Source: an optimization exercise on an open RTL-to-GDS flow (aim: small area, a short achievable clock period and few clock cycles per item). Production flows keep margins and buffers that such runs may drop.
The RTL was checked by simulation tests, not by an equivalence proof against the original design.
Power and IR drop assume default switching activity.

File: flow/design.v
`timescale 1ns/1ps
package alu_pkg;
	localparam int DATA_W = 32;
	typedef logic [DATA_W-1:0] word_t;
	localparam int SHAMT_W = 5;
	typedef logic [SHAMT_W-1:0] shamt_t;
	typedef enum logic [3:0] {
		OP_ADD  = 4'd0,
		OP_SUB  = 4'd1,
		OP_MUL  = 4'd2,
		OP_AND  = 4'd3,
		OP_OR   = 4'd4,
		OP_XOR  = 4'd5,
		OP_SHL  = 4'd6,
		OP_LSHR = 4'd7,
		OP_ASHR = 4'd8,
		OP_EQ   = 4'd9,
		OP_NE   = 4'd10,
		OP_ULT  = 4'd11,
		OP_ULE  = 4'd12,
		OP_SLT  = 4'd13,
		OP_SLE  = 4'd14
	} alu_op_t;
	localparam int MUL_STAGES_DEF = 4;
endpackage
`timescale 1ns/1ps
module elastic_alu (
	input logic clk,
	input logic rst,
	input logic [31:0] lhs,
	input logic [3:0] lhs_op,
	input logic lhs_valid,
	output logic lhs_ready,
	input logic [31:0] rhs,
	input logic rhs_valid,
	output logic rhs_ready,
	output logic [31:0] result,
	output logic result_valid,
	input logic result_ready
);
	logic lv, rv, fire, adv;
	logic [31:0] a_l, a_r;
	logic [3:0] a_op;
	logic a_inv, a_sgn;
	logic lbusy, rbusy, lv_n, rv_n, sv_n;
	assign fire = lv & rv & adv;
	assign lhs_ready = ~lbusy;
	assign rhs_ready = ~rbusy;
	logic l_en, r_en;
	assign l_en = ~lv | fire;
	assign r_en = ~rv | fire;
	assign lv_n = l_en ? lhs_valid : lv;
	assign rv_n = r_en ? rhs_valid : rv;
	always_ff @(posedge clk or posedge rst) begin
		if (rst) begin
			lv <= 1'b0;
			rv <= 1'b0;
			lbusy <= 1'b0;
			rbusy <= 1'b0;
		end else begin
			lv <= lv_n;
			rv <= rv_n;
			lbusy <= lv_n & ~(rv_n & ~sv_n);
			rbusy <= rv_n & ~(lv_n & ~sv_n);
		end
	end
	always_ff @(posedge clk) begin
		if (l_en) begin
			a_l <= lhs;
			a_op <= lhs_op;
			a_inv <= (lhs_op == 4'd1) | ((lhs_op >= 4'd9) & (lhs_op <= 4'd14));
			a_sgn <= (lhs_op == 4'd13) | (lhs_op == 4'd14);
		end
		if (r_en) begin
			a_r <= rhs;
		end
	end
	logic o_mul, o_sh, o_rt, o_s, o_alu, o_inv, o_sgn;
	logic [31:0] e_l, opa, opb, lg;
	logic [33:0] as;
	logic [15:0] e_one, e_two, e_neg;
	logic [32:0] rr;
	logic e_x0, eq, lt, e_cmp;
	always_comb begin
		o_mul = (a_op == 4'd2);
		o_sh = (a_op == 4'd6) | (a_op == 4'd7) | (a_op == 4'd8);
		o_rt = (a_op == 4'd7) | (a_op == 4'd8);
		o_s = (a_op == 4'd8) & a_l[31];
		o_alu = (a_op <= 4'd1) | (a_op == 4'd3) | (a_op == 4'd4) | (a_op == 4'd5);
		o_inv = a_inv;
		o_sgn = a_sgn;
		opa = {a_l[31] ^ o_sgn, a_l[30:0]};
		opb = {a_r[31] ^ o_sgn, a_r[30:0]} ^ {32{o_inv}};
		as = {1'b0, opa, 1'b1} + {1'b0, opb, o_inv};
		eq = (a_l == a_r);
		lt = ~as[33];
		case (a_op)
			4'd3: lg = a_l & a_r;
			4'd4: lg = a_l | a_r;
			4'd5: lg = a_l ^ a_r;
			default: lg = as[32:1];
		endcase
		case (a_op)
			4'd9: e_cmp = eq;
			4'd10: e_cmp = ~eq;
			4'd11, 4'd13: e_cmp = lt;
			4'd12, 4'd14: e_cmp = lt | eq;
			default: e_cmp = 1'b0;
		endcase
		for (int i = 0; i < 32; i++) begin
			e_l[i] = o_alu ? lg[i] : o_rt ? (a_l[31 - i] ^ o_s) : a_l[i];
		end
		rr = {a_r, 1'b0};
		for (int j = 0; j < 16; j++) begin
			e_one[j] = (o_mul & (rr[2*j+1] ^ rr[2*j])) | (o_sh & (a_r[4:1] == j) & ~a_r[0]) | ((j == 0) & o_alu);
			e_two[j] = (o_mul & ((rr[2*j+2] & ~rr[2*j+1] & ~rr[2*j]) | (~rr[2*j+2] & rr[2*j+1] & rr[2*j]))) |
				(o_sh & (a_r[4:1] == j) & a_r[0]);
			e_neg[j] = o_mul & rr[2*j+2];
		end
		e_x0 = e_neg[0];
	end
	logic cv;
	logic [31:0] c_l;
	logic [15:0] one, two, neg;
	logic x0;
	logic c_sn, c_sr, c_sc, c_fe;
	always_ff @(posedge clk or posedge rst) begin
		if (rst) begin
			cv <= 1'b0;
		end else if (adv) begin
			cv <= fire;
		end
	end
	always_ff @(posedge clk) begin
		if (adv) begin
			c_l <= e_l;
			one <= e_one;
			two <= e_two;
			neg <= e_neg;
			x0 <= e_x0;
			c_sn <= ~o_rt;
			c_sr <= o_rt & ~o_s;
			c_sc <= o_rt & o_s;
			c_fe <= e_cmp;
		end
	end
	logic [31:0] pp0, pp1, pp2, pp3, pp4, pp5, pp6, pp7, pp8, pp9, pp10, pp11, pp12, pp13, pp14, pp15;
	logic [32:0] ll;
	assign ll = {c_l, 1'b0};
	always_comb begin
		for (int i = 0; i < 32; i++) begin
			pp0[i] = ((one[0] & ll[i+1]) | (two[0] & ll[i])) ^ neg[0];
			pp1[i] = ((one[1] & ll[i+1]) | (two[1] & ll[i])) ^ neg[1];
			pp2[i] = ((one[2] & ll[i+1]) | (two[2] & ll[i])) ^ neg[2];
			pp3[i] = ((one[3] & ll[i+1]) | (two[3] & ll[i])) ^ neg[3];
			pp4[i] = ((one[4] & ll[i+1]) | (two[4] & ll[i])) ^ neg[4];
			pp5[i] = ((one[5] & ll[i+1]) | (two[5] & ll[i])) ^ neg[5];
			pp6[i] = ((one[6] & ll[i+1]) | (two[6] & ll[i])) ^ neg[6];
			pp7[i] = ((one[7] & ll[i+1]) | (two[7] & ll[i])) ^ neg[7];
			pp8[i] = ((one[8] & ll[i+1]) | (two[8] & ll[i])) ^ neg[8];
			pp9[i] = ((one[9] & ll[i+1]) | (two[9] & ll[i])) ^ neg[9];
			pp10[i] = ((one[10] & ll[i+1]) | (two[10] & ll[i])) ^ neg[10];
			pp11[i] = ((one[11] & ll[i+1]) | (two[11] & ll[i])) ^ neg[11];
			pp12[i] = ((one[12] & ll[i+1]) | (two[12] & ll[i])) ^ neg[12];
			pp13[i] = ((one[13] & ll[i+1]) | (two[13] & ll[i])) ^ neg[13];
			pp14[i] = ((one[14] & ll[i+1]) | (two[14] & ll[i])) ^ neg[14];
			pp15[i] = ((one[15] & ll[i+1]) | (two[15] & ll[i])) ^ neg[15];
		end
	end
	logic [31:0] tx, ty, sum, rx;
	logic t1, t2, t3, t4, t5, t6, t7, t8, t9, t10, t11, t12, t13, t14, t15, t16, t17, t18, t19, t20, t21, t22, t23, t24, t25, t26, t27, t28, t29, t30, t31, t32, t33, t34, t35, t36, t37, t38, t39, t40, t41, t42, t43, t44, t45, t46, t47, t48, t49, t50, t51, t52, t53, t54, t55, t56, t57, t58, t59, t60, t61, t62, t63, t64, t65, t66, t67, t68, t69, t70, t71, t72, t73, t74, t75, t76, t77, t78, t79, t80, t81, t82, t83, t84, t85, t86, t87, t88, t89, t90, t91, t92, t93, t94, t95, t96, t97, t98, t99, t100, t101, t102, t103, t104, t105, t106, t107, t108, t109, t110, t111, t112, t113, t114, t115, t116, t117, t118, t119, t120, t121, t122, t123, t124, t125, t126, t127, t128, t129, t130, t131, t132, t133, t134, t135, t136, t137, t138, t139, t140, t141, t142, t143, t144, t145, t146, t147, t148, t149, t150, t151, t152, t153, t154, t155, t156, t157, t158, t159, t160, t161, t162, t163, t164, t165, t166, t167, t168, t169, t170, t171, t172, t173, t174, t175, t176, t177, t178, t179, t180, t181, t182, t183, t184, t185, t186, t187, t188, t189, t190, t191, t192, t193, t194, t195, t196, t197, t198, t199, t200, t201, t202, t203, t204, t205, t206, t207, t208, t209, t210, t211, t212, t213, t214, t215, t216, t217, t218, t219, t220, t221, t222, t223, t224, t225, t226, t227, t228, t229, t230, t231, t232, t233, t234, t235, t236, t237, t238, t239, t240, t241, t242, t243, t244, t245, t246, t247, t248, t249, t250, t251, t252, t253, t254, t255, t256, t257, t258, t259, t260, t261, t262, t263, t264, t265, t266, t267, t268, t269, t270, t271, t272, t273, t274, t275, t276, t277, t278, t279, t280, t281, t282, t283, t284, t285, t286, t287, t288, t289, t290, t291, t292, t293, t294, t295, t296, t297, t298, t299, t300, t301, t302, t303, t304, t305, t306, t307, t308, t309, t310, t311, t312, t313, t314, t315, t316, t317, t318, t319, t320, t321, t322, t323, t324, t325, t326, t327, t328, t329, t330, t331, t332, t333, t334, t335, t336, t337, t338, t339, t340, t341, t342, t343, t344, t345, t346, t347, t348, t349, t350, t351, t352, t353, t354, t355, t356, t357, t358, t359, t360, t361, t362, t363, t364, t365, t366, t367, t368, t369, t370, t371, t372, t373, t374, t375, t376, t377, t378, t379, t380, t381, t382, t383, t384, t385, t386, t387, t388, t389, t390, t391, t392, t393, t394, t395, t396, t397, t398, t399, t400, t401, t402, t403, t404, t405, t406, t407, t408, t409, t410, t411, t412, t413, t414, t415, t416, t417, t418, t419, t420, t421, t422, t423, t424, t425, t426, t427, t428, t429, t430, t431, t432, t433, t434, t435, t436, t437, t438, t439, t440, t441, t442, t443, t444, t445, t446, t447, t448, t449, t450, t451, t452, t453, t454, t455, t456, t457, t458, t459, t460, t461;
	csa_ha t1_h (.a(neg[12]), .b(pp0[24]), .s(t1), .co(t2));
	csa_ha t3_h (.a(pp0[25]), .b(pp10[5]), .s(t3), .co(t4));
	csa_fa t5_f (.a(neg[13]), .b(pp0[26]), .c(pp10[6]), .s(t5), .co(t6));
	csa_ha t7_h (.a(pp11[4]), .b(pp12[2]), .s(t7), .co(t8));
	csa_fa t9_f (.a(pp0[27]), .b(pp10[7]), .c(pp11[5]), .s(t9), .co(t10));
	csa_ha t11_h (.a(pp12[3]), .b(pp13[1]), .s(t11), .co(t12));
	csa_fa t13_f (.a(neg[14]), .b(pp0[28]), .c(pp10[8]), .s(t13), .co(t14));
	csa_fa t15_f (.a(pp11[6]), .b(pp12[4]), .c(pp13[2]), .s(t15), .co(t16));
	csa_ha t17_h (.a(pp14[0]), .b(pp1[26]), .s(t17), .co(t18));
	csa_fa t19_f (.a(pp0[29]), .b(pp10[9]), .c(pp11[7]), .s(t19), .co(t20));
	csa_fa t21_f (.a(pp12[5]), .b(pp13[3]), .c(pp14[1]), .s(t21), .co(t22));
	csa_ha t23_h (.a(pp1[27]), .b(pp2[25]), .s(t23), .co(t24));
	csa_fa t25_f (.a(neg[15]), .b(pp0[30]), .c(pp10[10]), .s(t25), .co(t26));
	csa_fa t27_f (.a(pp11[8]), .b(pp12[6]), .c(pp13[4]), .s(t27), .co(t28));
	csa_fa t29_f (.a(pp14[2]), .b(pp15[0]), .c(pp1[28]), .s(t29), .co(t30));
	csa_ha t31_h (.a(pp2[26]), .b(pp3[24]), .s(t31), .co(t32));
	csa_x2 t34_x (.a(pp0[31]), .b(pp10[11]), .y(t34));
	csa_x2 t33_x (.a(t34), .b(pp11[9]), .y(t33));
	csa_x2 t36_x (.a(pp12[7]), .b(pp13[5]), .y(t36));
	csa_x2 t35_x (.a(t36), .b(pp14[3]), .y(t35));
	csa_x2 t38_x (.a(pp15[1]), .b(pp1[29]), .y(t38));
	csa_x2 t37_x (.a(t38), .b(pp2[27]), .y(t37));
	csa_x2 t39_x (.a(pp3[25]), .b(pp4[23]), .y(t39));
	csa_ha t40_h (.a(neg[8]), .b(pp0[16]), .s(t40), .co(t41));
	csa_ha t42_h (.a(pp0[17]), .b(pp1[15]), .s(t42), .co(t43));
	csa_fa t44_f (.a(neg[9]), .b(pp0[18]), .c(pp1[16]), .s(t44), .co(t45));
	csa_ha t46_h (.a(pp2[14]), .b(pp3[12]), .s(t46), .co(t47));
	csa_fa t48_f (.a(pp0[19]), .b(pp1[17]), .c(pp2[15]), .s(t48), .co(t49));
	csa_ha t50_h (.a(pp3[13]), .b(pp4[11]), .s(t50), .co(t51));
	csa_fa t52_f (.a(neg[10]), .b(pp0[20]), .c(pp10[0]), .s(t52), .co(t53));
	csa_fa t54_f (.a(pp1[18]), .b(pp2[16]), .c(pp3[14]), .s(t54), .co(t55));
	csa_ha t56_h (.a(pp4[12]), .b(pp5[10]), .s(t56), .co(t57));
	csa_fa t58_f (.a(pp0[21]), .b(pp10[1]), .c(pp1[19]), .s(t58), .co(t59));
	csa_fa t60_f (.a(pp2[17]), .b(pp3[15]), .c(pp4[13]), .s(t60), .co(t61));
	csa_ha t62_h (.a(pp5[11]), .b(pp6[9]), .s(t62), .co(t63));
	csa_fa t64_f (.a(neg[11]), .b(pp0[22]), .c(pp10[2]), .s(t64), .co(t65));
	csa_fa t66_f (.a(pp11[0]), .b(pp1[20]), .c(pp2[18]), .s(t66), .co(t67));
	csa_fa t68_f (.a(pp3[16]), .b(pp4[14]), .c(pp5[12]), .s(t68), .co(t69));
	csa_ha t70_h (.a(pp6[10]), .b(pp7[8]), .s(t70), .co(t71));
	csa_fa t72_f (.a(pp0[23]), .b(pp10[3]), .c(pp11[1]), .s(t72), .co(t73));
	csa_fa t74_f (.a(pp1[21]), .b(pp2[19]), .c(pp3[17]), .s(t74), .co(t75));
	csa_fa t76_f (.a(pp4[15]), .b(pp5[13]), .c(pp6[11]), .s(t76), .co(t77));
	csa_ha t78_h (.a(pp7[9]), .b(pp8[7]), .s(t78), .co(t79));
	csa_fa t80_f (.a(pp10[4]), .b(pp11[2]), .c(pp12[0]), .s(t80), .co(t81));
	csa_fa t82_f (.a(pp1[22]), .b(pp2[20]), .c(pp3[18]), .s(t82), .co(t83));
	csa_fa t84_f (.a(pp4[16]), .b(pp5[14]), .c(pp6[12]), .s(t84), .co(t85));
	csa_fa t86_f (.a(pp7[10]), .b(pp8[8]), .c(pp9[6]), .s(t86), .co(t87));
	csa_fa t88_f (.a(pp11[3]), .b(pp12[1]), .c(pp1[23]), .s(t88), .co(t89));
	csa_fa t90_f (.a(pp2[21]), .b(pp3[19]), .c(pp4[17]), .s(t90), .co(t91));
	csa_fa t92_f (.a(pp5[15]), .b(pp6[13]), .c(pp7[11]), .s(t92), .co(t93));
	csa_fa t94_f (.a(pp8[9]), .b(pp9[7]), .c(t2), .s(t94), .co(t95));
	csa_fa t96_f (.a(pp13[0]), .b(pp1[24]), .c(pp2[22]), .s(t96), .co(t97));
	csa_fa t98_f (.a(pp3[20]), .b(pp4[18]), .c(pp5[16]), .s(t98), .co(t99));
	csa_fa t100_f (.a(pp6[14]), .b(pp7[12]), .c(pp8[10]), .s(t100), .co(t101));
	csa_fa t102_f (.a(pp9[8]), .b(t4), .c(t7), .s(t102), .co(t103));
	csa_fa t104_f (.a(pp1[25]), .b(pp2[23]), .c(pp3[21]), .s(t104), .co(t105));
	csa_fa t106_f (.a(pp4[19]), .b(pp5[17]), .c(pp6[15]), .s(t106), .co(t107));
	csa_fa t108_f (.a(pp7[13]), .b(pp8[11]), .c(pp9[9]), .s(t108), .co(t109));
	csa_fa t110_f (.a(t8), .b(t11), .c(t6), .s(t110), .co(t111));
	csa_fa t112_f (.a(pp2[24]), .b(pp3[22]), .c(pp4[20]), .s(t112), .co(t113));
	csa_fa t114_f (.a(pp5[18]), .b(pp6[16]), .c(pp7[14]), .s(t114), .co(t115));
	csa_fa t116_f (.a(pp8[12]), .b(pp9[10]), .c(t12), .s(t116), .co(t117));
	csa_fa t118_f (.a(t17), .b(t10), .c(t13), .s(t118), .co(t119));
	csa_fa t120_f (.a(pp3[23]), .b(pp4[21]), .c(pp5[19]), .s(t120), .co(t121));
	csa_fa t122_f (.a(pp6[17]), .b(pp7[15]), .c(pp8[13]), .s(t122), .co(t123));
	csa_fa t124_f (.a(pp9[11]), .b(t18), .c(t23), .s(t124), .co(t125));
	csa_fa t126_f (.a(t14), .b(t16), .c(t19), .s(t126), .co(t127));
	csa_fa t128_f (.a(pp4[22]), .b(pp5[20]), .c(pp6[18]), .s(t128), .co(t129));
	csa_fa t130_f (.a(pp7[16]), .b(pp8[14]), .c(pp9[12]), .s(t130), .co(t131));
	csa_fa t132_f (.a(t24), .b(t31), .c(t20), .s(t132), .co(t133));
	csa_fa t134_f (.a(t22), .b(t25), .c(t27), .s(t134), .co(t135));
	csa_x2 t137_x (.a(pp5[21]), .b(pp6[19]), .y(t137));
	csa_x2 t136_x (.a(t137), .b(pp7[17]), .y(t136));
	csa_x2 t139_x (.a(pp8[15]), .b(pp9[13]), .y(t139));
	csa_x2 t138_x (.a(t139), .b(t32), .y(t138));
	csa_x2 t141_x (.a(t39), .b(t26), .y(t141));
	csa_x2 t140_x (.a(t141), .b(t28), .y(t140));
	csa_x2 t143_x (.a(t30), .b(t33), .y(t143));
	csa_x2 t142_x (.a(t143), .b(t35), .y(t142));
	csa_ha t144_h (.a(neg[5]), .b(pp0[10]), .s(t144), .co(t145));
	csa_ha t146_h (.a(pp0[11]), .b(pp1[9]), .s(t146), .co(t147));
	csa_fa t148_f (.a(neg[6]), .b(pp0[12]), .c(pp1[10]), .s(t148), .co(t149));
	csa_ha t150_h (.a(pp2[8]), .b(pp3[6]), .s(t150), .co(t151));
	csa_fa t152_f (.a(pp0[13]), .b(pp1[11]), .c(pp2[9]), .s(t152), .co(t153));
	csa_ha t154_h (.a(pp3[7]), .b(pp4[5]), .s(t154), .co(t155));
	csa_fa t156_f (.a(neg[7]), .b(pp0[14]), .c(pp1[12]), .s(t156), .co(t157));
	csa_fa t158_f (.a(pp2[10]), .b(pp3[8]), .c(pp4[6]), .s(t158), .co(t159));
	csa_ha t160_h (.a(pp5[4]), .b(pp6[2]), .s(t160), .co(t161));
	csa_fa t162_f (.a(pp0[15]), .b(pp1[13]), .c(pp2[11]), .s(t162), .co(t163));
	csa_fa t164_f (.a(pp3[9]), .b(pp4[7]), .c(pp5[5]), .s(t164), .co(t165));
	csa_ha t166_h (.a(pp6[3]), .b(pp7[1]), .s(t166), .co(t167));
	csa_fa t168_f (.a(pp1[14]), .b(pp2[12]), .c(pp3[10]), .s(t168), .co(t169));
	csa_fa t170_f (.a(pp4[8]), .b(pp5[6]), .c(pp6[4]), .s(t170), .co(t171));
	csa_fa t172_f (.a(pp7[2]), .b(pp8[0]), .c(t40), .s(t172), .co(t173));
	csa_fa t174_f (.a(pp2[13]), .b(pp3[11]), .c(pp4[9]), .s(t174), .co(t175));
	csa_fa t176_f (.a(pp5[7]), .b(pp6[5]), .c(pp7[3]), .s(t176), .co(t177));
	csa_fa t178_f (.a(pp8[1]), .b(t41), .c(t42), .s(t178), .co(t179));
	csa_fa t180_f (.a(pp4[10]), .b(pp5[8]), .c(pp6[6]), .s(t180), .co(t181));
	csa_fa t182_f (.a(pp7[4]), .b(pp8[2]), .c(pp9[0]), .s(t182), .co(t183));
	csa_fa t184_f (.a(t43), .b(t46), .c(t44), .s(t184), .co(t185));
	csa_fa t186_f (.a(pp5[9]), .b(pp6[7]), .c(pp7[5]), .s(t186), .co(t187));
	csa_fa t188_f (.a(pp8[3]), .b(pp9[1]), .c(t47), .s(t188), .co(t189));
	csa_fa t190_f (.a(t50), .b(t45), .c(t48), .s(t190), .co(t191));
	csa_fa t192_f (.a(pp6[8]), .b(pp7[6]), .c(pp8[4]), .s(t192), .co(t193));
	csa_fa t194_f (.a(pp9[2]), .b(t51), .c(t56), .s(t194), .co(t195));
	csa_fa t196_f (.a(t49), .b(t52), .c(t54), .s(t196), .co(t197));
	csa_fa t198_f (.a(pp7[7]), .b(pp8[5]), .c(pp9[3]), .s(t198), .co(t199));
	csa_fa t200_f (.a(t57), .b(t62), .c(t53), .s(t200), .co(t201));
	csa_fa t202_f (.a(t55), .b(t58), .c(t60), .s(t202), .co(t203));
	csa_fa t204_f (.a(pp8[6]), .b(pp9[4]), .c(t63), .s(t204), .co(t205));
	csa_fa t206_f (.a(t70), .b(t59), .c(t61), .s(t206), .co(t207));
	csa_fa t208_f (.a(t64), .b(t66), .c(t68), .s(t208), .co(t209));
	csa_fa t210_f (.a(pp9[5]), .b(t71), .c(t78), .s(t210), .co(t211));
	csa_fa t212_f (.a(t65), .b(t67), .c(t69), .s(t212), .co(t213));
	csa_fa t214_f (.a(t72), .b(t74), .c(t76), .s(t214), .co(t215));
	csa_x2 t217_x (.a(t79), .b(t1), .y(t217));
	csa_x2 t216_x (.a(t217), .b(t73), .y(t216));
	csa_mj t218_m (.a(t79), .b(t1), .c(t73), .y(t218));
	csa_x2 t220_x (.a(t75), .b(t77), .y(t220));
	csa_x2 t219_x (.a(t220), .b(t80), .y(t219));
	csa_mj t221_m (.a(t75), .b(t77), .c(t80), .y(t221));
	csa_x2 t223_x (.a(t82), .b(t84), .y(t223));
	csa_x2 t222_x (.a(t223), .b(t86), .y(t222));
	csa_mj t224_m (.a(t82), .b(t84), .c(t86), .y(t224));
	csa_x2 t226_x (.a(t3), .b(t81), .y(t226));
	csa_x2 t225_x (.a(t226), .b(t83), .y(t225));
	csa_mj t227_m (.a(t3), .b(t81), .c(t83), .y(t227));
	csa_x2 t229_x (.a(t85), .b(t87), .y(t229));
	csa_x2 t228_x (.a(t229), .b(t88), .y(t228));
	csa_mj t230_m (.a(t85), .b(t87), .c(t88), .y(t230));
	csa_x2 t232_x (.a(t90), .b(t92), .y(t232));
	csa_x2 t231_x (.a(t232), .b(t94), .y(t231));
	csa_mj t233_m (.a(t90), .b(t92), .c(t94), .y(t233));
	csa_x2 t235_x (.a(t89), .b(t91), .y(t235));
	csa_x2 t234_x (.a(t235), .b(t93), .y(t234));
	csa_mj t236_m (.a(t89), .b(t91), .c(t93), .y(t236));
	csa_x2 t238_x (.a(t100), .b(t5), .y(t238));
	csa_x2 t237_x (.a(t238), .b(t96), .y(t237));
	csa_mj t239_m (.a(t100), .b(t5), .c(t96), .y(t239));
	csa_x2 t241_x (.a(t98), .b(t95), .y(t241));
	csa_x2 t240_x (.a(t241), .b(t102), .y(t240));
	csa_mj t242_m (.a(t98), .b(t95), .c(t102), .y(t242));
	csa_x2 t244_x (.a(t101), .b(t97), .y(t244));
	csa_x2 t243_x (.a(t244), .b(t99), .y(t243));
	csa_mj t245_m (.a(t101), .b(t97), .c(t99), .y(t245));
	csa_x2 t247_x (.a(t104), .b(t106), .y(t247));
	csa_x2 t246_x (.a(t247), .b(t108), .y(t246));
	csa_mj t248_m (.a(t104), .b(t106), .c(t108), .y(t248));
	csa_x2 t250_x (.a(t9), .b(t103), .y(t250));
	csa_x2 t249_x (.a(t250), .b(t110), .y(t249));
	csa_mj t251_m (.a(t9), .b(t103), .c(t110), .y(t251));
	csa_x2 t253_x (.a(t105), .b(t107), .y(t253));
	csa_x2 t252_x (.a(t253), .b(t109), .y(t252));
	csa_mj t254_m (.a(t105), .b(t107), .c(t109), .y(t254));
	csa_x2 t256_x (.a(t112), .b(t114), .y(t256));
	csa_x2 t255_x (.a(t256), .b(t15), .y(t255));
	csa_mj t257_m (.a(t112), .b(t114), .c(t15), .y(t257));
	csa_x2 t259_x (.a(t116), .b(t111), .y(t259));
	csa_x2 t258_x (.a(t259), .b(t118), .y(t258));
	csa_mj t260_m (.a(t116), .b(t111), .c(t118), .y(t260));
	csa_x2 t262_x (.a(t113), .b(t115), .y(t262));
	csa_x2 t261_x (.a(t262), .b(t120), .y(t261));
	csa_mj t263_m (.a(t113), .b(t115), .c(t120), .y(t263));
	csa_x2 t265_x (.a(t122), .b(t21), .y(t265));
	csa_x2 t264_x (.a(t265), .b(t117), .y(t264));
	csa_mj t266_m (.a(t122), .b(t21), .c(t117), .y(t266));
	csa_x2 t268_x (.a(t124), .b(t119), .y(t268));
	csa_x2 t267_x (.a(t268), .b(t126), .y(t267));
	csa_mj t269_m (.a(t124), .b(t119), .c(t126), .y(t269));
	csa_x2 t271_x (.a(t121), .b(t123), .y(t271));
	csa_x2 t270_x (.a(t271), .b(t128), .y(t270));
	csa_mj t272_m (.a(t121), .b(t123), .c(t128), .y(t272));
	csa_x2 t274_x (.a(t130), .b(t29), .y(t274));
	csa_x2 t273_x (.a(t274), .b(t125), .y(t273));
	csa_mj t275_m (.a(t130), .b(t29), .c(t125), .y(t275));
	csa_x2 t277_x (.a(t127), .b(t132), .y(t277));
	csa_x2 t276_x (.a(t277), .b(t134), .y(t276));
	csa_mj t278_m (.a(t127), .b(t132), .c(t134), .y(t278));
	csa_x2 t280_x (.a(t129), .b(t131), .y(t280));
	csa_x2 t279_x (.a(t280), .b(t136), .y(t279));
	csa_x2 t282_x (.a(t37), .b(t138), .y(t282));
	csa_x2 t281_x (.a(t282), .b(t133), .y(t281));
	csa_x2 t284_x (.a(t140), .b(t142), .y(t284));
	csa_x2 t283_x (.a(t284), .b(t135), .y(t283));
	csa_ha t285_h (.a(neg[3]), .b(pp0[6]), .s(t285), .co(t286));
	csa_ha t287_h (.a(pp0[7]), .b(pp1[5]), .s(t287), .co(t288));
	csa_fa t289_f (.a(neg[4]), .b(pp0[8]), .c(pp1[6]), .s(t289), .co(t290));
	csa_ha t291_h (.a(pp2[4]), .b(pp3[2]), .s(t291), .co(t292));
	csa_fa t293_f (.a(pp0[9]), .b(pp1[7]), .c(pp2[5]), .s(t293), .co(t294));
	csa_ha t295_h (.a(pp3[3]), .b(pp4[1]), .s(t295), .co(t296));
	csa_fa t297_f (.a(pp1[8]), .b(pp2[6]), .c(pp3[4]), .s(t297), .co(t298));
	csa_fa t299_f (.a(pp4[2]), .b(pp5[0]), .c(t144), .s(t299), .co(t300));
	csa_fa t301_f (.a(pp2[7]), .b(pp3[5]), .c(pp4[3]), .s(t301), .co(t302));
	csa_fa t303_f (.a(pp5[1]), .b(t145), .c(t146), .s(t303), .co(t304));
	csa_fa t305_f (.a(pp4[4]), .b(pp5[2]), .c(pp6[0]), .s(t305), .co(t306));
	csa_fa t307_f (.a(t147), .b(t150), .c(t148), .s(t307), .co(t308));
	csa_fa t309_f (.a(pp5[3]), .b(pp6[1]), .c(t151), .s(t309), .co(t310));
	csa_fa t311_f (.a(t154), .b(t149), .c(t152), .s(t311), .co(t312));
	csa_fa t313_f (.a(pp7[0]), .b(t155), .c(t160), .s(t313), .co(t314));
	csa_fa t315_f (.a(t153), .b(t156), .c(t158), .s(t315), .co(t316));
	csa_fa t317_f (.a(t161), .b(t166), .c(t157), .s(t317), .co(t318));
	csa_fa t319_f (.a(t159), .b(t162), .c(t164), .s(t319), .co(t320));
	csa_fa t321_f (.a(t167), .b(t163), .c(t165), .s(t321), .co(t322));
	csa_fa t323_f (.a(t168), .b(t170), .c(t172), .s(t323), .co(t324));
	csa_fa t325_f (.a(t169), .b(t171), .c(t174), .s(t325), .co(t326));
	csa_fa t327_f (.a(t176), .b(t173), .c(t178), .s(t327), .co(t328));
	csa_fa t329_f (.a(t175), .b(t177), .c(t180), .s(t329), .co(t330));
	csa_fa t331_f (.a(t182), .b(t179), .c(t184), .s(t331), .co(t332));
	csa_fa t333_f (.a(t181), .b(t183), .c(t186), .s(t333), .co(t334));
	csa_fa t335_f (.a(t188), .b(t185), .c(t190), .s(t335), .co(t336));
	csa_fa t337_f (.a(t187), .b(t192), .c(t189), .s(t337), .co(t338));
	csa_fa t339_f (.a(t194), .b(t191), .c(t196), .s(t339), .co(t340));
	csa_fa t341_f (.a(t193), .b(t198), .c(t195), .s(t341), .co(t342));
	csa_fa t343_f (.a(t197), .b(t200), .c(t202), .s(t343), .co(t344));
	csa_fa t345_f (.a(t199), .b(t204), .c(t201), .s(t345), .co(t346));
	csa_fa t347_f (.a(t203), .b(t206), .c(t208), .s(t347), .co(t348));
	csa_fa t349_f (.a(t205), .b(t210), .c(t207), .s(t349), .co(t350));
	csa_fa t351_f (.a(t209), .b(t212), .c(t214), .s(t351), .co(t352));
	csa_x2 t354_x (.a(t211), .b(t216), .y(t354));
	csa_x2 t353_x (.a(t354), .b(t213), .y(t353));
	csa_mj t355_m (.a(t211), .b(t216), .c(t213), .y(t355));
	csa_x2 t357_x (.a(t219), .b(t215), .y(t357));
	csa_x2 t356_x (.a(t357), .b(t222), .y(t356));
	csa_mj t358_m (.a(t219), .b(t215), .c(t222), .y(t358));
	csa_x2 t360_x (.a(t218), .b(t225), .y(t360));
	csa_x2 t359_x (.a(t360), .b(t228), .y(t359));
	csa_mj t361_m (.a(t218), .b(t225), .c(t228), .y(t361));
	csa_x2 t363_x (.a(t221), .b(t224), .y(t363));
	csa_x2 t362_x (.a(t363), .b(t231), .y(t362));
	csa_mj t364_m (.a(t221), .b(t224), .c(t231), .y(t364));
	csa_x2 t366_x (.a(t227), .b(t234), .y(t366));
	csa_x2 t365_x (.a(t366), .b(t230), .y(t365));
	csa_mj t367_m (.a(t227), .b(t234), .c(t230), .y(t367));
	csa_x2 t369_x (.a(t237), .b(t240), .y(t369));
	csa_x2 t368_x (.a(t369), .b(t233), .y(t368));
	csa_mj t370_m (.a(t237), .b(t240), .c(t233), .y(t370));
	csa_x2 t372_x (.a(t236), .b(t243), .y(t372));
	csa_x2 t371_x (.a(t372), .b(t239), .y(t371));
	csa_mj t373_m (.a(t236), .b(t243), .c(t239), .y(t373));
	csa_x2 t375_x (.a(t246), .b(t249), .y(t375));
	csa_x2 t374_x (.a(t375), .b(t242), .y(t374));
	csa_mj t376_m (.a(t246), .b(t249), .c(t242), .y(t376));
	csa_x2 t378_x (.a(t245), .b(t252), .y(t378));
	csa_x2 t377_x (.a(t378), .b(t248), .y(t377));
	csa_mj t379_m (.a(t245), .b(t252), .c(t248), .y(t379));
	csa_x2 t381_x (.a(t255), .b(t258), .y(t381));
	csa_x2 t380_x (.a(t381), .b(t251), .y(t380));
	csa_mj t382_m (.a(t255), .b(t258), .c(t251), .y(t382));
	csa_x2 t384_x (.a(t254), .b(t261), .y(t384));
	csa_x2 t383_x (.a(t384), .b(t257), .y(t383));
	csa_mj t385_m (.a(t254), .b(t261), .c(t257), .y(t385));
	csa_x2 t387_x (.a(t264), .b(t267), .y(t387));
	csa_x2 t386_x (.a(t387), .b(t260), .y(t386));
	csa_mj t388_m (.a(t264), .b(t267), .c(t260), .y(t388));
	csa_x2 t390_x (.a(t270), .b(t263), .y(t390));
	csa_x2 t389_x (.a(t390), .b(t273), .y(t389));
	csa_mj t391_m (.a(t270), .b(t263), .c(t273), .y(t391));
	csa_x2 t393_x (.a(t266), .b(t276), .y(t393));
	csa_x2 t392_x (.a(t393), .b(t269), .y(t392));
	csa_mj t394_m (.a(t266), .b(t276), .c(t269), .y(t394));
	csa_x2 t396_x (.a(t279), .b(t272), .y(t396));
	csa_x2 t395_x (.a(t396), .b(t281), .y(t395));
	csa_x2 t398_x (.a(t275), .b(t283), .y(t398));
	csa_x2 t397_x (.a(t398), .b(t278), .y(t397));
	csa_ha t399_h (.a(neg[2]), .b(pp0[4]), .s(t399), .co(t400));
	csa_ha t401_h (.a(pp0[5]), .b(pp1[3]), .s(t401), .co(t402));
	csa_fa t403_f (.a(pp1[4]), .b(pp2[2]), .c(pp3[0]), .s(t403), .co(t404));
	csa_fa t405_f (.a(pp2[3]), .b(pp3[1]), .c(t286), .s(t405), .co(t406));
	csa_fa t407_f (.a(pp4[0]), .b(t288), .c(t291), .s(t407), .co(t408));
	csa_fa t409_f (.a(t292), .b(t295), .c(t290), .s(t409), .co(t410));
	csa_fa t411_f (.a(t296), .b(t294), .c(t297), .s(t411), .co(t412));
	csa_fa t413_f (.a(t298), .b(t301), .c(t300), .s(t413), .co(t414));
	csa_fa t415_f (.a(t302), .b(t305), .c(t304), .s(t415), .co(t416));
	csa_fa t417_f (.a(t306), .b(t309), .c(t308), .s(t417), .co(t418));
	csa_fa t419_f (.a(t310), .b(t313), .c(t312), .s(t419), .co(t420));
	csa_fa t421_f (.a(t314), .b(t316), .c(t317), .s(t421), .co(t422));
	csa_fa t423_f (.a(t318), .b(t320), .c(t321), .s(t423), .co(t424));
	csa_fa t425_f (.a(t322), .b(t325), .c(t324), .s(t425), .co(t426));
	csa_fa t427_f (.a(t326), .b(t329), .c(t328), .s(t427), .co(t428));
	csa_fa t429_f (.a(t330), .b(t333), .c(t332), .s(t429), .co(t430));
	csa_fa t431_f (.a(t334), .b(t337), .c(t336), .s(t431), .co(t432));
	csa_fa t433_f (.a(t338), .b(t341), .c(t340), .s(t433), .co(t434));
	csa_fa t435_f (.a(t342), .b(t345), .c(t344), .s(t435), .co(t436));
	csa_fa t437_f (.a(t346), .b(t349), .c(t348), .s(t437), .co(t438));
	csa_x2 t440_x (.a(t353), .b(t350), .y(t440));
	csa_x2 t439_x (.a(t440), .b(t356), .y(t439));
	csa_mj t441_m (.a(t353), .b(t350), .c(t356), .y(t441));
	csa_x2 t443_x (.a(t355), .b(t359), .y(t443));
	csa_x2 t442_x (.a(t443), .b(t358), .y(t442));
	csa_mj t444_m (.a(t355), .b(t359), .c(t358), .y(t444));
	csa_x2 t446_x (.a(t361), .b(t365), .y(t446));
	csa_x2 t445_x (.a(t446), .b(t364), .y(t445));
	csa_mj t447_m (.a(t361), .b(t365), .c(t364), .y(t447));
	csa_x2 t449_x (.a(t367), .b(t371), .y(t449));
	csa_x2 t448_x (.a(t449), .b(t370), .y(t448));
	csa_mj t450_m (.a(t367), .b(t371), .c(t370), .y(t450));
	csa_x2 t452_x (.a(t373), .b(t377), .y(t452));
	csa_x2 t451_x (.a(t452), .b(t376), .y(t451));
	csa_mj t453_m (.a(t373), .b(t377), .c(t376), .y(t453));
	csa_x2 t455_x (.a(t379), .b(t383), .y(t455));
	csa_x2 t454_x (.a(t455), .b(t382), .y(t454));
	csa_mj t456_m (.a(t379), .b(t383), .c(t382), .y(t456));
	csa_x2 t458_x (.a(t385), .b(t389), .y(t458));
	csa_x2 t457_x (.a(t458), .b(t388), .y(t457));
	csa_mj t459_m (.a(t385), .b(t389), .c(t388), .y(t459));
	csa_x2 t461_x (.a(t391), .b(t395), .y(t461));
	csa_x2 t460_x (.a(t461), .b(t394), .y(t460));
	logic q0_0, q0_1, q1_0, q2_0, q2_1, q2_2, q3_0, q3_1, q4_0, q4_1, q4_2, q5_0, q5_1, q5_2, q6_0, q6_1, q6_2, q7_0, q7_1, q7_2, q8_0, q8_1, q8_2, q9_0, q9_1, q9_2, q10_0, q10_1, q10_2, q11_0, q11_1, q11_2, q12_0, q12_1, q12_2, q13_0, q13_1, q13_2, q14_0, q14_1, q14_2, q15_0, q15_1, q15_2, q16_0, q16_1, q16_2, q17_0, q17_1, q17_2, q18_0, q18_1, q18_2, q19_0, q19_1, q19_2, q20_0, q20_1, q20_2, q21_0, q21_1, q21_2, q22_0, q22_1, q22_2, q23_0, q23_1, q23_2, q24_0, q24_1, q24_2, q25_0, q25_1, q25_2, q26_0, q26_1, q26_2, q27_0, q27_1, q27_2, q28_0, q28_1, q28_2, q29_0, q29_1, q29_2, q30_0, q30_1, q30_2, q31_0, q31_1, q31_2;
	always_ff @(posedge clk) begin
		if (adv) begin
			q0_0 <= x0;
			q0_1 <= pp0[0];
			q1_0 <= pp0[1];
			q2_0 <= neg[1];
			q2_1 <= pp0[2];
			q2_2 <= pp1[0];
			q3_0 <= pp0[3];
			q3_1 <= pp1[1];
			q4_0 <= t399;
			q4_1 <= pp1[2];
			q4_2 <= pp2[0];
			q5_0 <= t401;
			q5_1 <= pp2[1];
			q5_2 <= t400;
			q6_0 <= t403;
			q6_1 <= t285;
			q6_2 <= t402;
			q7_0 <= t405;
			q7_1 <= t287;
			q7_2 <= t404;
			q8_0 <= t407;
			q8_1 <= t289;
			q8_2 <= t406;
			q9_0 <= t409;
			q9_1 <= t293;
			q9_2 <= t408;
			q10_0 <= t411;
			q10_1 <= t299;
			q10_2 <= t410;
			q11_0 <= t413;
			q11_1 <= t303;
			q11_2 <= t412;
			q12_0 <= t415;
			q12_1 <= t307;
			q12_2 <= t414;
			q13_0 <= t417;
			q13_1 <= t311;
			q13_2 <= t416;
			q14_0 <= t419;
			q14_1 <= t315;
			q14_2 <= t418;
			q15_0 <= t421;
			q15_1 <= t319;
			q15_2 <= t420;
			q16_0 <= t423;
			q16_1 <= t323;
			q16_2 <= t422;
			q17_0 <= t425;
			q17_1 <= t327;
			q17_2 <= t424;
			q18_0 <= t427;
			q18_1 <= t331;
			q18_2 <= t426;
			q19_0 <= t429;
			q19_1 <= t335;
			q19_2 <= t428;
			q20_0 <= t431;
			q20_1 <= t339;
			q20_2 <= t430;
			q21_0 <= t433;
			q21_1 <= t343;
			q21_2 <= t432;
			q22_0 <= t435;
			q22_1 <= t347;
			q22_2 <= t434;
			q23_0 <= t437;
			q23_1 <= t351;
			q23_2 <= t436;
			q24_0 <= t439;
			q24_1 <= t352;
			q24_2 <= t438;
			q25_0 <= t442;
			q25_1 <= t362;
			q25_2 <= t441;
			q26_0 <= t445;
			q26_1 <= t368;
			q26_2 <= t444;
			q27_0 <= t448;
			q27_1 <= t374;
			q27_2 <= t447;
			q28_0 <= t451;
			q28_1 <= t380;
			q28_2 <= t450;
			q29_0 <= t454;
			q29_1 <= t386;
			q29_2 <= t453;
			q30_0 <= t457;
			q30_1 <= t392;
			q30_2 <= t456;
			q31_0 <= t460;
			q31_1 <= t397;
			q31_2 <= t459;
		end
	end
	logic u1, u2, u3, u4, u5, u6, u7, u8, u9, u10, u11, u12, u13, u14, u15, u16, u17, u18, u19, u20, u21, u22, u23, u24, u25, u26, u27, u28, u29, u30, u31, u32, u33, u34, u35, u36, u37, u38, u39, u40, u41, u42, u43, u44, u45, u46, u47, u48, u49, u50, u51, u52, u53, u54, u55, u56, u57, u58, u59, u60, u61, u62, u63, u64, u65, u66, u67, u68, u69, u70, u71, u72, u73, u74, u75, u76, u77, u78, u79, u80, u81, u82, u83, u84, u85, u86, u87;
	csa_ha u1_h (.a(q2_0), .b(q2_1), .s(u1), .co(u2));
	csa_ha u3_h (.a(q3_0), .b(q3_1), .s(u3), .co(u4));
	csa_x2 u6_x (.a(q4_0), .b(q4_1), .y(u6));
	csa_x2 u5_x (.a(u6), .b(q4_2), .y(u5));
	csa_mj u7_m (.a(q4_0), .b(q4_1), .c(q4_2), .y(u7));
	csa_x2 u9_x (.a(q5_0), .b(q5_1), .y(u9));
	csa_x2 u8_x (.a(u9), .b(q5_2), .y(u8));
	csa_mj u10_m (.a(q5_0), .b(q5_1), .c(q5_2), .y(u10));
	csa_x2 u12_x (.a(q6_0), .b(q6_1), .y(u12));
	csa_x2 u11_x (.a(u12), .b(q6_2), .y(u11));
	csa_mj u13_m (.a(q6_0), .b(q6_1), .c(q6_2), .y(u13));
	csa_x2 u15_x (.a(q7_0), .b(q7_1), .y(u15));
	csa_x2 u14_x (.a(u15), .b(q7_2), .y(u14));
	csa_mj u16_m (.a(q7_0), .b(q7_1), .c(q7_2), .y(u16));
	csa_x2 u18_x (.a(q8_0), .b(q8_1), .y(u18));
	csa_x2 u17_x (.a(u18), .b(q8_2), .y(u17));
	csa_mj u19_m (.a(q8_0), .b(q8_1), .c(q8_2), .y(u19));
	csa_x2 u21_x (.a(q9_0), .b(q9_1), .y(u21));
	csa_x2 u20_x (.a(u21), .b(q9_2), .y(u20));
	csa_mj u22_m (.a(q9_0), .b(q9_1), .c(q9_2), .y(u22));
	csa_x2 u24_x (.a(q10_0), .b(q10_1), .y(u24));
	csa_x2 u23_x (.a(u24), .b(q10_2), .y(u23));
	csa_mj u25_m (.a(q10_0), .b(q10_1), .c(q10_2), .y(u25));
	csa_x2 u27_x (.a(q11_0), .b(q11_1), .y(u27));
	csa_x2 u26_x (.a(u27), .b(q11_2), .y(u26));
	csa_mj u28_m (.a(q11_0), .b(q11_1), .c(q11_2), .y(u28));
	csa_x2 u30_x (.a(q12_0), .b(q12_1), .y(u30));
	csa_x2 u29_x (.a(u30), .b(q12_2), .y(u29));
	csa_mj u31_m (.a(q12_0), .b(q12_1), .c(q12_2), .y(u31));
	csa_x2 u33_x (.a(q13_0), .b(q13_1), .y(u33));
	csa_x2 u32_x (.a(u33), .b(q13_2), .y(u32));
	csa_mj u34_m (.a(q13_0), .b(q13_1), .c(q13_2), .y(u34));
	csa_x2 u36_x (.a(q14_0), .b(q14_1), .y(u36));
	csa_x2 u35_x (.a(u36), .b(q14_2), .y(u35));
	csa_mj u37_m (.a(q14_0), .b(q14_1), .c(q14_2), .y(u37));
	csa_x2 u39_x (.a(q15_0), .b(q15_1), .y(u39));
	csa_x2 u38_x (.a(u39), .b(q15_2), .y(u38));
	csa_mj u40_m (.a(q15_0), .b(q15_1), .c(q15_2), .y(u40));
	csa_x2 u42_x (.a(q16_0), .b(q16_1), .y(u42));
	csa_x2 u41_x (.a(u42), .b(q16_2), .y(u41));
	csa_mj u43_m (.a(q16_0), .b(q16_1), .c(q16_2), .y(u43));
	csa_x2 u45_x (.a(q17_0), .b(q17_1), .y(u45));
	csa_x2 u44_x (.a(u45), .b(q17_2), .y(u44));
	csa_mj u46_m (.a(q17_0), .b(q17_1), .c(q17_2), .y(u46));
	csa_x2 u48_x (.a(q18_0), .b(q18_1), .y(u48));
	csa_x2 u47_x (.a(u48), .b(q18_2), .y(u47));
	csa_mj u49_m (.a(q18_0), .b(q18_1), .c(q18_2), .y(u49));
	csa_x2 u51_x (.a(q19_0), .b(q19_1), .y(u51));
	csa_x2 u50_x (.a(u51), .b(q19_2), .y(u50));
	csa_mj u52_m (.a(q19_0), .b(q19_1), .c(q19_2), .y(u52));
	csa_x2 u54_x (.a(q20_0), .b(q20_1), .y(u54));
	csa_x2 u53_x (.a(u54), .b(q20_2), .y(u53));
	csa_mj u55_m (.a(q20_0), .b(q20_1), .c(q20_2), .y(u55));
	csa_x2 u57_x (.a(q21_0), .b(q21_1), .y(u57));
	csa_x2 u56_x (.a(u57), .b(q21_2), .y(u56));
	csa_mj u58_m (.a(q21_0), .b(q21_1), .c(q21_2), .y(u58));
	csa_x2 u60_x (.a(q22_0), .b(q22_1), .y(u60));
	csa_x2 u59_x (.a(u60), .b(q22_2), .y(u59));
	csa_mj u61_m (.a(q22_0), .b(q22_1), .c(q22_2), .y(u61));
	csa_x2 u63_x (.a(q23_0), .b(q23_1), .y(u63));
	csa_x2 u62_x (.a(u63), .b(q23_2), .y(u62));
	csa_mj u64_m (.a(q23_0), .b(q23_1), .c(q23_2), .y(u64));
	csa_x2 u66_x (.a(q24_0), .b(q24_1), .y(u66));
	csa_x2 u65_x (.a(u66), .b(q24_2), .y(u65));
	csa_mj u67_m (.a(q24_0), .b(q24_1), .c(q24_2), .y(u67));
	csa_x2 u69_x (.a(q25_0), .b(q25_1), .y(u69));
	csa_x2 u68_x (.a(u69), .b(q25_2), .y(u68));
	csa_mj u70_m (.a(q25_0), .b(q25_1), .c(q25_2), .y(u70));
	csa_x2 u72_x (.a(q26_0), .b(q26_1), .y(u72));
	csa_x2 u71_x (.a(u72), .b(q26_2), .y(u71));
	csa_mj u73_m (.a(q26_0), .b(q26_1), .c(q26_2), .y(u73));
	csa_x2 u75_x (.a(q27_0), .b(q27_1), .y(u75));
	csa_x2 u74_x (.a(u75), .b(q27_2), .y(u74));
	csa_mj u76_m (.a(q27_0), .b(q27_1), .c(q27_2), .y(u76));
	csa_x2 u78_x (.a(q28_0), .b(q28_1), .y(u78));
	csa_x2 u77_x (.a(u78), .b(q28_2), .y(u77));
	csa_mj u79_m (.a(q28_0), .b(q28_1), .c(q28_2), .y(u79));
	csa_x2 u81_x (.a(q29_0), .b(q29_1), .y(u81));
	csa_x2 u80_x (.a(u81), .b(q29_2), .y(u80));
	csa_mj u82_m (.a(q29_0), .b(q29_1), .c(q29_2), .y(u82));
	csa_x2 u84_x (.a(q30_0), .b(q30_1), .y(u84));
	csa_x2 u83_x (.a(u84), .b(q30_2), .y(u83));
	csa_mj u85_m (.a(q30_0), .b(q30_1), .c(q30_2), .y(u85));
	csa_x2 u87_x (.a(q31_0), .b(q31_1), .y(u87));
	csa_x2 u86_x (.a(u87), .b(q31_2), .y(u86));
	assign tx = {u86, u83, u80, u77, u74, u71, u68, u65, u62, u59, u56, u53, u50, u47, u44, u41, u38, u35, u32, u29, u26, u23, u20, u17, u14, u11, u8, u5, u3, u1, q1_0, q0_0};
	assign ty = {u85, u82, u79, u76, u73, u70, u67, u64, u61, u58, u55, u52, u49, u46, u43, u40, u37, u34, u31, u28, u25, u22, u19, u16, u13, u10, u7, u4, u2, q2_2, 1'b0, q0_1};
	assign sum = tx + ty;
	assign rx = tx ^ ty;
	logic bv;
	logic b_sn, b_sr, b_sc, b_fe;
	always_ff @(posedge clk or posedge rst) begin
		if (rst) begin
			bv <= 1'b0;
		end else if (adv) begin
			bv <= cv;
		end
	end
	always_ff @(posedge clk) begin
		if (adv) begin
			b_sn <= c_sn;
			b_sr <= c_sr;
			b_sc <= c_sc;
			b_fe <= c_fe;
		end
	end
	logic [31:0] res;
	always_comb begin
		for (int i = 0; i < 32; i++) begin
			res[i] = (b_sn & sum[i]) | (b_sr & rx[31 - i]) | (b_sc & ~rx[31 - i]);
		end
		res[0] = res[0] | b_fe;
	end
	logic ov, sv, take;
	logic [31:0] o_d, s_d;
	assign adv = ~sv;
	assign take = ov & result_ready;
	assign result_valid = ov;
	assign result = o_d;
	logic ov_n;
	always_comb begin
		ov_n = ov;
		sv_n = sv;
		if (sv) begin
			if (take) sv_n = 1'b0;
		end else if (bv) begin
			if (ov & ~take) sv_n = 1'b1;
			else ov_n = 1'b1;
		end else if (take) begin
			ov_n = 1'b0;
		end
	end
	always_ff @(posedge clk or posedge rst) begin
		if (rst) begin
			ov <= 1'b0;
			sv <= 1'b0;
		end else begin
			ov <= ov_n;
			sv <= sv_n;
		end
	end
	logic k_s, k_n, k_r, k_c;
	logic [31:0] o_n;
	assign k_s = sv;
	assign k_n = ~sv & b_sn;
	assign k_r = ~sv & b_sr;
	assign k_c = ~sv & b_sc;
	always_comb begin
		for (int i = 0; i < 32; i++) begin
			o_n[i] = (k_s & s_d[i]) | (k_n & sum[i]) | (k_r & rx[31 - i]) | (k_c & ~rx[31 - i]);
		end
		o_n[0] = o_n[0] | (~sv & b_fe);
	end
	always_ff @(posedge clk) begin
		if (~sv) s_d <= res;
		if ((sv & take) | (~sv & bv & (~ov | take))) o_d <= o_n;
	end
endmodule
module csa_fa (
	input logic a,
	input logic b,
	input logic c,
	output logic s,
	output logic co
);
	assign s = a ^ b ^ c;
	assign co = (a & b) | (a & c) | (b & c);
endmodule
module csa_ha (
	input logic a,
	input logic b,
	output logic s,
	output logic co
);
	assign s = a ^ b;
	assign co = a & b;
endmodule
module csa_x2 (
	input logic a,
	input logic b,
	output logic y
);
	assign y = a ^ b;
endmodule
module csa_mj (
	input logic a,
	input logic b,
	input logic c,
	output logic y
);
	assign y = (a & b) | (a & c) | (b & c);
endmodule
File: flow/flow/run.sh
#!/bin/bash
# The standard layout (standard.sh) with two changes to the ORFS run:
#  - timing repair aims at a larger setup slack (SETUP_SLACK_MARGIN), so the
#    layout is sped up beyond the 10 ns clock it must meet;
#  - the port buffers are buf_2 cells rather than the delay-cell buffer that
#    buffer_ports picks by default (every port still gets its own buffer).
# The make output goes to make_flow.log; ORFS keeps each tool's log under orfs/logs.
set -euo pipefail
MARGIN=${MARGIN:-6.5}
PORTBUF=${PORTBUF:-sky130_fd_sc_hd__buf_2}
sed "s/\"\\\${@:-finish}\"/SETUP_SLACK_MARGIN=$MARGIN 'BUFFER_PORTS_ARGS=-buffer_cell $PORTBUF' \"\${@:-finish}\"/" standard.sh > flow/standard_own.sh
grep -q "SETUP_SLACK_MARGIN=$MARGIN" flow/standard_own.sh
bash flow/standard_own.sh > make_flow.log 2>&1
File: flow/flow/standard_own.sh
#!/bin/bash
# The standard flow's own layout of this design, on the ORFS make targets given (by default finish). After
# finish it leaves the final layout's DEF at /design/flow/out/final.def.
set -euo pipefail
make -C /OpenROAD-flow-scripts/flow DESIGN_CONFIG=/design/flow/config.mk WORK_HOME=/design/flow/orfs CLKGATE_MAP_FILE= SYNTH_SCRIPT=/design/flow/synth_recipe.tcl CAP_MARGIN=20 CORE_MARGIN=2 CORE_UTILIZATION=40 SLEW_MARGIN=20 SYNTH_HIERARCHICAL=1 SETUP_SLACK_MARGIN=6.5 'BUFFER_PORTS_ARGS=-buffer_cell sky130_fd_sc_hd__buf_2' "${@:-finish}"
if [[ -f /design/flow/orfs/results/sky130hd/elastic_alu/base/6_final.odb ]]; then
  : # left out here: write the final layout as DEF
fi
File: flow/standard.sh
#!/bin/bash
# synth_recipe.tcl (not shown) runs the flow's synth.tcl, then flattens the netlist and writes it again
# the make line also repeats each setting of config.mk as NAME=value (left out here)
make -C /OpenROAD-flow-scripts/flow DESIGN_CONFIG=/design/flow/config.mk WORK_HOME=/design/flow/orfs CLKGATE_MAP_FILE= SYNTH_SCRIPT=/design/flow/synth_recipe.tcl "${@:-finish}"
File: flow/config.mk
export PLATFORM = sky130hd
export DESIGN_NAME = elastic_alu
export DESIGN_NICKNAME = elastic_alu
export VERILOG_FILES = /design/flow/design.v
export SDC_FILE = /design/flow/constraint.sdc
export NUM_CORES = 4
export LEC_CHECK = 0
export CAP_MARGIN = 20
export CORE_MARGIN = 2
export CORE_UTILIZATION = 40
export SLEW_MARGIN = 20
export SYNTH_HIERARCHICAL = 1
File: flow/constraint.sdc
create_clock -name core_clock -period 10.0 [get_ports {clk}]
set_input_delay 2.0000 -clock core_clock [delete_from_list [all_inputs] [get_ports {clk}]]
set_output_delay 2.0000 -clock core_clock [all_outputs]
set_load 0.01 [all_outputs]
==> flow_metrics.tcl, run 1 <==
set metrics [dict create \
    outcome "no timing/DRC/antenna violations" \
    die_height_um 270 \
    holdBufCountCts 0 \
    yosysSeqAreaShare_pct 34.1 \
    dp_hpwl_mm 61.2 \
    layout.cells.non_filler 3637 \
    yosysTopAreaCell "edfxtp_1" \
    post-route-min-period_ns 3.45 \
    num_vias 21400 \
    max_freq_mhz 290 \
    grt_pass1_vias 21300 \
    hold_start "c_sn" \
    maxSlewViolCount 0 \
    maxCapViolations 0 \
    avgSynthCellArea_um2 10.6 \
    ys_seq_elements 322 \
    tns_ns 0 \
    hold_viol 0 \
    nets 3038 \
    async_reset_ff_share_pct 2.48 \
    ys_top_cells_by_area "edfxtp_1, xnor2_1, fa_1" \
    fp.dieW_um 270 \
    n_antenna_cell 0 \
    antenna_found_initial 0 \
    cts_buffers 38 \
    ir_drop_mv 0.109 \
    whs_path_depth 0 \
    critPathLaunchType "flop" \
    worst_slew_margin_rel_pct 25.5 \
    initial_core_util_pct 40.4 \
    dieArea_um2 72700 \
    grt_setup_unrepaired "yes" \
    drive_above_1_share_pct 14.5 \
    drc 0 \
    hold_class "flop to flop" \
    rows 97 \
    setup_viol 0 \
    p_total_w 0.00281 \
    cp_data_arrival_time_ns 3.75 \
    yosysTopAreaCellShare_pct 33.4 \
    drt_iter0_markers 1986 \
    path_common_cell "maj3_2" \
    synth-main-ff-cell "edfxtp_1" \
    place_inst 3549 \
    synth.most_common_cell "xnor2_1" \
    power_density_nw_per_um2 90.6 \
    crit_type "flop to flop" \
    fin_crit_sh_pct 34.5 \
    syn-cell-area_um2 28200 \
    clk_pin_slew_worst_paths_ns 0.06 \
    rr_worst_depth 7 \
    tritoncts "yes" \
    reg2reg_slack_ns 6.55 \
    htreeDepth 2 \
    crit_chain "a22oi_1 > xnor2_1 > fa_1 > fa_1 > maj3_2 > maj3_2 > maj3_2" \
    drt-total-wl_mm 86.0 \
    yosys_warnings 7 \
    hold_end "b_sn" \
    timing.rr.end "q31_2" \
    cts.sinks 322 \
    crit_fanout 12 \
    detail_route.wl_per_cell_um 23.7 \
    skew_ns 0.0458 \
    synthTopCellsByCount "xnor2_1, edfxtp_1, a22oi_1" \
    ant_nets 0 \
    slowest_delay_ns 0.79 \
    io_pins 108 \
    grt_max_degree 94 \
    yosysUniqueCellTypes 85 \
    cts_root_buf "clkbuf_16" \
    core_region_area_um2 69900 \
    synthCells 2674 \
    cts_buffer_depth 3 \
    synth_edf_count 314 \
    end_kind "flop" \
    grt_pass1_wl_mm 131 \
    r2r-start "one[10]" \
    clock_latency_ns 0.59 \
    portBuffers 107 \
    grtUsageTotal_pct 23.0 \
    fillers 6643 \
    tightest_slew_ns 1.12 \
    firstDrtPassIters 8 \
    gp_congestion 0.927 \
    vias_per_cell 5.88 \
    synth.net_count 3038 \
    grt_overflow 0 \
    cp_slowest_cell "edfxtp_1" \
    p_leak_nw 11.9 \
    area_growth_pct 9.94 \
    crit_required_ns 10.30 \
]
## worst max path at each step
stage                     slack, ns     from  endpoint
after floorplan                6.56   neg[2]     q22_0
after global placement         6.01   two[0]     q31_2
after detailed placement       6.19    a_inv   c_l[12]
after CTS                      6.50    a_inv      c_fe
after global routing           6.47    a_inv   c_l[29]
final                          6.55  one[10]     q31_2
## cell families after synthesis
group,synth area share (%)
flops,34.1
buf+inv,4.47
mux,2.23
simple gates,5.89
fa+ha+maj,19.1
compound gates,17.7
xor+xnor,16.5
## modules after synthesis, one instance, submodules excluded
module       copies in the design  cell area, um2  cells inside  flip-flops and latches
csa_ha                         29            12.5             1                       0
csa_fa                        127            20.0             1                       0
elastic_alu                     1           23100          2282                     322
csa_x2                        167            8.76             1                       0
csa_mj                         69            11.3             1                       0
## power by group
part	internal (W)	switching, W	leakage (nW)
clock	0.000752	0.000581	0.564
sequential	0.00146	0	2.82
combinational	0.0000103	0.00000564	8.52
total	0.00223	0.000586	11.9
## repair_timing
action                                  in CTS  in global routing
resized for setup                            8                 22
buffers inserted                             5                 19
pin swaps                                    3                  4
cloned                                       0                  1
endpoints found under the setup margin      28                 40
## worst max-delay path, delay by kind of cell, from the launching register on
kind            cells  cell delay (ns)
fa+ha+maj           5             1.94
xor+xnor            1             0.22
compound gates      1             0.22
flops               1             0.79
## metrics by stage
stage               utilization [%]  setup slack (ns)  cell area [um2]  hold WS (ns)
floorplan                         -              6.56            28200         0.400
global placement               42.1              6.01            29400         0.401
detailed placement             42.1              6.19            29500         0.405
CTS                            43.9              6.50            30700         0.419
global route                   44.4              6.47            31000         0.427
finish                         44.4              6.55            31000         0.419
## per-layer routing
| layer | wire, um | global-route usage [%] |
|---|---|---|
| met2 | 41100 | 38.3 |
| met5 | 0 | 0 |
| met3 | 5850 | 2.70 |
| met1 | 35700 | 30.4 |
| met4 | 3400 | 9.09 |
## flip-flops by register name (all words and copies together) (netlist names), 4 cells and up
register / count
two: 16
c_l: 32
s_d: 32
neg: 16
one: 16
a_op: 4
a_l: 32
o_d: 32
a_r: 32
## layout make-up
cell class | count | area (um2) | area share [%]
multi-input cells | 2034 | 17500 | 56.3
flip-flops and latches | 322 | 9630 | 31.0
repair buffers | 177 | 1200 | 3.88
well taps | 940 | 1180 | 3.79
clock buffers | 43 | 970 | 3.13
inverters | 101 | 387 | 1.25
clock inverters | 20 | 194 | 0.625
## cell usage in the layout (no fill, tap or decap), drive strengths merged, types with 107 or more instances in the layout
cell      n
buf     176
a22oi   263
nor2    110
ha      164
xor2    217
edfxtp  314
xnor2   316
a21oi   158
o21ai   107
fa      127
Testbench counts, summed over its fixed seeds: cycles 16,032, items 16,000.
==> inputs of run 2 (changes only) <==
--- a/flow/flow/run.sh
+++ b/flow/flow/run.sh
@@ -8,3 +8,3 @@
 set -euo pipefail
-MARGIN=${MARGIN:-6.5}
+MARGIN=${MARGIN:-6.6}
 PORTBUF=${PORTBUF:-sky130_fd_sc_hd__buf_2}
==> flow/flow/standard_own.sh (replaced) <==
#!/bin/bash
# The standard flow's own layout of this design, on the ORFS make targets given (by default finish). After
# finish it leaves the final layout's DEF at /design/flow/out/final.def.
set -euo pipefail
make -C /OpenROAD-flow-scripts/flow DESIGN_CONFIG=/design/flow/config.mk WORK_HOME=/design/flow/orfs CLKGATE_MAP_FILE= SYNTH_SCRIPT=/design/flow/synth_recipe.tcl CAP_MARGIN=20 CORE_MARGIN=2 CORE_UTILIZATION=40 SLEW_MARGIN=20 SYNTH_HIERARCHICAL=1 SETUP_SLACK_MARGIN=6.6 'BUFFER_PORTS_ARGS=-buffer_cell sky130_fd_sc_hd__buf_2' "${@:-finish}"
if [[ -f /design/flow/orfs/results/sky130hd/elastic_alu/base/6_final.odb ]]; then
  : # left out here: write the final layout as DEF
fi
==> run 2 against run 1 <==
Global-route usage up 0.63 points. Design area up 3.9%. Utilization up 1.7 points. Sequential power about the same. Hold slack about the same. Critical path type unchanged. Setup slack better by 0.083 ns. Wire length up 2.6%. Critical path depth up 4. Clock skew down 0.0039 ns. First-iteration DRC count up 4.5%.
==> flow_metrics.tcl, run 2 <==
set metrics [dict create \
    cp_data_arrival_time_ns 3.80 \
    drt_iter0_markers 2075 \
    p_leak_nw 12.4 \
    ys_seq_elements 322 \
    htreeDepth 2 \
    tns_ns 0 \
    post-route-min-period_ns 3.36 \
    seqCellArea_um2 9630 \
    worst_slew_margin_rel_pct 25.9 \
    cts_buffers 40 \
    synthSimpleGateAreaFrac_pct 5.89 \
    firstDrtPassIters 6 \
    hold_viol 0 \
    mostFrequentLayoutCells "xnor2_1, edfxtp_1, a22oi_1" \
    max_freq_mhz 297 \
    final_common_cell "xnor2_1" \
    ant_nets 0 \
    yosysSeqAreaShare_pct 34.1 \
    syn-cell-area_um2 28200 \
    fin_crit_sh_pct 33.6 \
    core_region_area_um2 69900 \
    yosysUniqueCellTypes 85 \
    ir_drop_mv 0.111 \
    yosys_warnings 7 \
    grt_max_degree 83 \
    synthAdderAreaFrac_pct 19.1 \
    cts_root_buf "clkbuf_16" \
    synth.net_count 3038 \
    maxSlewViolCount 0 \
    drt-total-wl_mm 88.3 \
    clk_pin_slew_worst_paths_ns 0.06 \
    crit_path_start "a_inv" \
    area_growth_pct 14.3 \
    dp_hpwl_mm 61.7 \
    ys_top_cells_by_area "edfxtp_1, xnor2_1, fa_1" \
    drc 0 \
    utilization_pct 46.1 \
    synth_top_family_by_area "adder cells" \
    yosysTopAreaCellShare_pct 33.4 \
    pre_cts_ws_ns 6.14 \
    outcome "no timing/DRC/antenna violations" \
    nets 3112 \
    synth-main-ff-cell "edfxtp_1" \
    holdBufCountCts 0 \
    tightest_slew_ns 1.11 \
    crit_type "flop to flop" \
    die_height_um 270 \
    hold_start "c_sr" \
    dieArea_um2 72700 \
    dr_wl_met3_mm 5.78 \
    cts_buffer_depth 3 \
    grt_pass1_vias 21400 \
    avgSynthCellArea_um2 10.6 \
    setup_viol 0 \
    highest_layer "met5" \
    drive_above_1_share_pct 17.8 \
    maxCapViolations 0 \
    crit_required_ns 10.43 \
    num_vias 21800 \
    cts.sinks 322 \
    tritoncts "yes" \
    grtUsageTotal_pct 23.6 \
    synth_compound_area_share_pct 17.7 \
    initial_core_util_pct 40.4 \
    met2_length_mm 42.4 \
    synthMuxAreaShare_pct 2.23 \
    hold_class "flop to flop" \
    synthTopCellsByCount "xnor2_1, edfxtp_1, a22oi_1" \
    synthCells 2674 \
    io_pins 108 \
    vias_per_cell 5.87 \
    r2r-start "a_inv" \
    portBuffers 107 \
    grt_setup_unrepaired "yes" \
    n_antenna_cell 0 \
    clock_latency_ns 0.60 \
    power_density_nw_per_um2 92.0 \
    synth-xor-area-share_pct 16.5 \
    fillers 6477 \
    end_kind "flop" \
    grt_overflow 0 \
    synth_edf_count 314 \
    whs_ns 0.419 \
    detail_route.wl_per_cell_um 23.7 \
    multiInputGateArea_um2 17700 \
    fp.dieW_um 270 \
    async_reset_ff_share_pct 2.48 \
    setup_slack_ns 6.64 \
    critPathLaunchType "flop" \
    crit_fanout 18 \
    skew_ns 0.0420 \
    grt_pass1_wl_mm 133 \
    drt-met1-wl_mm 36.1 \
    antenna_found_initial 2 \
    yosysTopAreaCell "edfxtp_1" \
    synth.most_common_cell "xnor2_1" \
    gp_congestion 0.917 \
    rows 97 \
]
-- run 2: cell counts after synthesis --
No cell type changed its count.
-- run 2: logic make-up (layout without fill, tap and decap cells) --
kind of cell / after synthesis / in the layout
flip-flops: 322 / 322
XOR/XNOR: 533 / 533
multiplexers: 59 / 59
adder cells (fa/ha/maj): 361 / 361
AND/OR/NAND/NOR: 349 / 349
buffers and inverters: 318 / 423
AO/OA/AOI/OAI: 732 / 732
-- run 2: metal layers --
metal	GRT usage [%]	vias up
met4	10.1	2
met5	0	-
met3	2.93	220
met1	30.7	10700
li1	-	9870
met2	39.6	1032
-- run 2: layout make-up --
type	count	share of cell area [%]
Sequential cell	322	29.9
Multi-Input combinational cell	2034	54.8
Clock buffer	47	3.19
Inverter	101	1.20
Timing Repair Buffer	249	6.40
Tap cell	940	3.65
Clock inverter	26	0.920
-- run 2: worst max-delay path: stages (launching register included) --
cell	delay, ns
edfxtp_1	0.43
buf_12	0.19
xor2_2	0.21
ha_4	0.27
a211o_1	0.33
a311oi_4	0.36
o221ai_4	0.18
o2111ai_4	0.31
a21o_1	0.21
a31oi_2	0.13
maj3_2	0.33
a211oi_2	0.22
-- run 2: final timing paths --
path / end / slack, ns / depth (start not counted)
worst min-delay path: b_sr / 0.42 / 0
min in group asynchronous: bv / 1.35 / 2
max in group asynchronous: rv / 8.39 / 2
worst max-delay path: c_fe / 6.64 / 11
worst max register to register: c_fe / 6.64 / 11
worst min register to register: b_sr / 0.42 / 0
-- run 2: through the flow --
step | cells | power, W | cell area, um2
final | 3719 | 0.00296 | 32200
after CTS | 3657 | 0.00300 | 31300
after global placement | 3543 | 0.00151 | 29400
after floorplan | 2674 | 0.00149 | 28200
after detailed placement | 3547 | 0.00151 | 29500
after global routing | 3719 | 0.00306 | 32200
-- run 2: what timing repair did --
action | in CTS | in global routing
pin swaps | 5 | 12
endpoints found under the setup margin | 45 | 40
gates resized for setup | 20 | 49
buffers inserted | 36 | 62
gates cloned | 1 | 0
-- run 2: power breakdown --
part           switching (W)  leakage [nW]  internal (W)   total, W
logic             0.00000637          8.99     0.0000104  0.0000168
registers                  0          2.82       0.00146    0.00146
clock network       0.000634         0.620      0.000851    0.00149
total               0.000640          12.4       0.00232    0.00296
-- run 2: per-module statistics from Yosys (local to each module, per instance) --
module / cell area [um2] / flip-flops and latches / cells inside / times used
csa_x2: 8.76 / 0 / 1 / 167
csa_mj: 11.3 / 0 / 1 / 69
csa_ha: 12.5 / 0 / 1 / 29
csa_fa: 20.0 / 0 / 1 / 127
elastic_alu: 23100 / 322 / 2282 / 1

static timing again, ports no longer ideal:
The flow's constraints put no driver on any port. The routed layouts listed below were extracted and timed again, unchanged, in two steps. Step 1, drivers: a clkbuf_16 drives clk and a buf_2 each remaining input, both assumed. Step 2 times the ports against the registers' clock, not the clock port: input delays grow and output delays shrink by t, the midpoint of the rising clock arrivals with the driver on. Slacks: no drivers / after step 1 / after step 2; pairs: no drivers / after step 1.
run | shift t [ns] | setup slack, ns | worst setup path after step 2 | clock arrival spread, ns | pins driven straight from the clock port
run 1 | 0.630 | 6.554 / 6.554 / 6.554 | register to register | 0.046 / 0.046 | 1
run 2 | 0.646 | 6.638 / 6.638 / 6.638 | register to register | 0.042 / 0.042 | 1
After both steps every run listed still meets setup and hold.
